This is an optimization exercise on Yosys and OpenROAD, whose aim is small area and a short achievable clock period, not a production implementation.
RTL that was checked went through simulation tests only; none was proved equivalent to the original.

==> run a: inputs <==
Design csc_top, start of the top module:
module csc_top (
	input logic CLOCK_50_I,
	input logic resetn,
	input logic start,
	output logic busy,
	output logic done,
	output csc_pkg::sram_addr_t sram_addr,
	output csc_pkg::sram_word_t sram_wdata,
	output logic sram_we_n,
	input csc_pkg::sram_word_t sram_rdata
);
clock: 10.0 ns
lec_check: 0
cap_margin: 20
core_margin: 2
core_utilization: 50
slew_margin: 20
standard.sh (not shown) runs the stock make flow with config.mk's settings and CLKGATE_MAP_FILE= SYNTH_SCRIPT=/design/flow/synth_recipe.tcl, a recipe that flattens the netlist after the stock synthesis.
==> flow/flow/run.sh <==
#!/bin/bash
set -u
export SETUP_SLACK_MARGIN=6.8
export BUFFER_PORTS_ARGS="-buffer_cell sky130_fd_sc_hd__buf_4"
bash standard.sh > standard_flow.log 2>&1
==> run b (differences from run a) <==
--- a/flow/design.v
+++ b/flow/design.v
@@ -66,37 +66,37 @@
 	logic j_first, j_near_end, j_last;
 	logic jf_n, jn_n, jl_n;
 	logic [16:0] gy;               
 	logic [16:0] c_addr;
 	csc_pkg::sram_addr_t wa;       
 	logic a_y, a_c, a_u, a_lsb, a_w;
 	logic wr_now, last_wr;
-	assign ph_n = !busy ? 4'd1 : (ph == 4'd9) ? 4'd0 : ph + 4'd1;
+	assign ph_n = !busy ? 4'd2 : (ph == 4'd9) ? 4'd0 : ph + 4'd1;
 	assign jf_n = (ph == 4'd9) ? (jc == 7'd79) : j_first;
 	assign jn_n = (ph == 4'd9) ? (jc == 7'd77) : j_near_end;
 	assign jl_n = (ph == 4'd9) ? (jc == 7'd78) : j_last;
 	always_ff @(posedge CLOCK_50_I) begin
 		c_shift <= (ph_n <= 4'd4) && (ph_n != 4'd2);
-		c_ld_u <= (ph_n == 4'd4);
-		c_ld_v <= (ph_n == 4'd5);
+		c_ld_u <= (ph_n == 4'd5);
+		c_ld_v <= (ph_n == 4'd6);
 		c_first_a <= busy && jf_n && (ph_n <= 4'd1);
 		c_first_b <= busy && jf_n && (ph_n == 4'd3 || ph_n == 4'd4);
 		c_near_b <= busy && jn_n && (ph_n == 4'd3 || ph_n == 4'd4);
 		c_last_a <= busy && jl_n && (ph_n <= 4'd1);
 		c_last_b <= busy && jl_n && (ph_n == 4'd3 || ph_n == 4'd4);
-		c_yh_ld <= (ph_n == 4'd3 || ph_n == 4'd6);
-		c_ylo <= (ph_n == 4'd2 || ph_n == 4'd5);
-		c_odd_op <= (ph_n == 4'd3 || ph_n == 4'd6);
-		c_w_rg <= (ph_n == 4'd4 || ph_n == 4'd7);
-		c_w_br <= (ph_n == 4'd5 || ph_n == 4'd8);
-		a_y <= (ph_n == 4'd0 || ph_n == 4'd3);
-		a_c <= (ph_n == 4'd1 || ph_n == 4'd2);
-		a_u <= (ph_n == 4'd1);
-		a_lsb <= (ph_n == 4'd0);
-		a_w <= (ph_n >= 4'd4);
+		c_yh_ld <= (ph_n == 4'd4 || ph_n == 4'd7);
+		c_ylo <= (ph_n == 4'd3 || ph_n == 4'd6);
+		c_odd_op <= (ph_n == 4'd4 || ph_n == 4'd7);
+		c_w_rg <= (ph_n == 4'd5 || ph_n == 4'd8);
+		c_w_br <= (ph_n == 4'd6 || ph_n == 4'd9);
+		a_y <= (ph_n == 4'd1 || ph_n == 4'd4);
+		a_c <= (ph_n == 4'd2 || ph_n == 4'd3);
+		a_u <= (ph_n == 4'd2);
+		a_lsb <= (ph_n == 4'd1);
+		a_w <= (ph_n >= 4'd5) || (ph_n == 4'd0);
 	end
 	assign wr_now = busy && wr_on && a_w;
 	assign last_wr = wr_now && (wa == csc_pkg::RGB_LAST);
 	assign cmd_we = wr_now;
 	assign c_addr = gy + (a_u ? 17'(csc_pkg::U_BASE + 18'd2) : 17'(csc_pkg::V_BASE + 18'd2));
 	always_comb begin
 		if (a_y)
@@ -117,15 +117,15 @@
 			done <= done_pre;
 			if (done_pre)
 				busy <= 1'b0;
 			else if (start)
 				busy <= 1'b1;
 			if (!busy || last_wr)
 				wr_on <= 1'b0;
-			else if (prime == 2'd0 && ph == 4'd3)
+			else if (prime == 2'd0 && ph == 4'd4)
 				wr_on <= 1'b1;
 		end
 	end
 	always_ff @(posedge CLOCK_50_I) begin
 		ph <= ph_n;
 		if (!busy) begin
 			prime <= 2'd3;
@@ -140,15 +140,15 @@
 			j_near_end <= jn_n;
 			j_last <= jl_n;
 			if (ph == 4'd9) begin
 				if (prime != 2'd0)
 					prime <= prime - 2'd1;
 				jc <= (jc == 7'd79) ? 7'd0 : jc + 7'd1;
 			end
-			if (ph == 4'd0)
+			if (ph == 4'd1)
 				gy <= gy + 17'd1;
 			if (wr_now)
 				wa <= wa + 18'd1;
 		end
 	end
 endmodule
 `timescale 1ns/100ps
@@ -206,31 +206,38 @@
 		end
 		if (c_last_b) begin
 			t3 = e[4];
 			t4 = e[4];
 			t5 = e[4];
 		end
 	end
-	logic [8:0] m, m_r;
+	logic [8:0] p, q, m, p_r, q_r, m_r, m_r2;
 	logic [9:0] d1, d2, d3, d1_r, d2_r, d3_r;
+	assign p = {1'b0, t0} + {1'b0, t5};
+	assign q = {1'b0, t1} + {1'b0, t4};
 	assign m = {1'b0, t2} + {1'b0, t3};
-	assign d1 = {2'd0, t2} + {2'd0, t3} + {2'd0, ~t1} + {2'd0, ~t4};
-	assign d2 = {2'd0, t0} + {2'd0, t5} + {2'd0, ~t1} + {2'd0, ~t4};
-	assign d3 = {2'd0, t0} + {2'd0, t5} + {2'd0, ~t2} + {2'd0, ~t3};
 	always_ff @(posedge CLOCK_50_I) begin
+		p_r <= p;
+		q_r <= q;
 		m_r <= m;
+	end
+	assign d1 = {1'b0, m_r} + {1'b0, ~q_r};
+	assign d2 = {1'b0, p_r} + {1'b0, ~q_r};
+	assign d3 = {1'b0, p_r} + {1'b0, ~m_r};
+	always_ff @(posedge CLOCK_50_I) begin
+		m_r2 <= m_r;
 		d1_r <= d1;
 		d2_r <= d2;
 		d3_r <= d3;
 	end
 	logic [16:0] acc;
 	logic [8:0] q8, q8_r;
 	logic signed [9:0] sh;
-	assign acc = {1'b0, m_r, 7'd0} + {2'd0, d1_r, 5'd0} + {3'd0, d2_r, 4'd0} + {5'd0, d2_r, 2'd0}
-		+ {7'd0, d3_r} + 17'd234;
+	assign acc = {1'b0, m_r2, 7'd0} + {2'd0, d1_r, 5'd0} + {3'd0, d2_r, 4'd0} + {5'd0, d2_r, 2'd0}
+		+ {7'd0, d3_r} + 17'd181;
 	assign q8 = acc[16:8];
 	always_ff @(posedge CLOCK_50_I)
 		q8_r <= q8;
 	assign sh = {1'b0, q8_r} - 10'sd106;
 	assign c_odd = sh[9] ? 8'h00 : (sh[8] ? 8'hff : sh[7:0]);
 endmodule
 `timescale 1ns/100ps
Settings changed: CTS_BUF_LIST from default to sky130_fd_sc_hd__clkbuf_16, CTS_CLUSTER_DIAMETER from default to 100, CTS_CLUSTER_SIZE from default to 24.
==> results.txt <==
metric                                                                                 run b                run a
Outcome                                                             timing/DRC/antenna clean  timing/DRC/antenna clean
Synth Area in Simple Gates                                                            7.998%               7.453%
Hold worst-path end                                                      interp_unit.m_r2[8]  interp_unit.e[0][7]
Proportion of cell area occupied by registers                                         36.75%               33.24%
Layout Skew                                                                       0.01537 ns           0.02642 ns
Critical path destination                                                interp_unit.q8_r[8]  interp_unit.d3_r[7]
Clock tree cell share of total cell area                                              2.417%               5.354%
Number of clock sinks                                                                    480                  452
Number of distinct standard cells referenced by the synthesized netlist                   89                   85
Plain + repair buffers                                                                   101                  166
Final worst-path setup slack                                                        6.723 ns             6.281 ns
Area occupied by multi-input gates                                               15,500 um^2          16,060 um^2
Cell Area, Synth                                                                 27,330 um^2          26,730 um^2
Clock network latency to the later pin of the worst-skew pair                        0.58 ns              0.59 ns
Number of multi-input combinational cells                                              1,627                1,572
R2R Path Start                                                           interp_unit.d2_r[4]    seq_unit.c_near_b
Relative area change from synthesis to final layout                                   11.20%               19.61%
Testbench counts of run b, summed over its fixed seeds: frame cycles 1,536,248.
No functional check of the RTL was part of run a.

## static timing again, ports no longer ideal
The results above use ideal ports. As a check the final layouts listed here were re-extracted and re-timed, cells and wires unchanged. Step 1 (the two cells are an assumption about what drives the block):
set clk [get_ports {CLOCK_50_I}]
set_driving_cell -lib_cell sky130_fd_sc_hd__clkbuf_16 $clk
set_driving_cell -lib_cell sky130_fd_sc_hd__buf_2 [delete_from_list [all_inputs] $clk]
Step 2 adds t to the input delays and takes it off the output delays; t is the mean of the earliest and latest rising clock arrival at the registers after step 1. Input paths then give back, and output paths get back, about the clock's delay inside the block. Three values: ideal, step 1, step 2; two values: the first two.
run	shift t [ns]	setup WS [ns]	latest minus earliest clock arrival (ns)	slew at the worst register clock pin (ns)	worst slew at a driven data input, ns
run a	0.633	6.281 / 6.281 / 6.281	0.027 / 0.027	0.06 / 0.06	0.04
run b	0.625	6.723 / 6.707 / 6.723	0.020 / 0.019	0.10 / 0.10	0.03
After both steps every run listed still meets setup and hold.
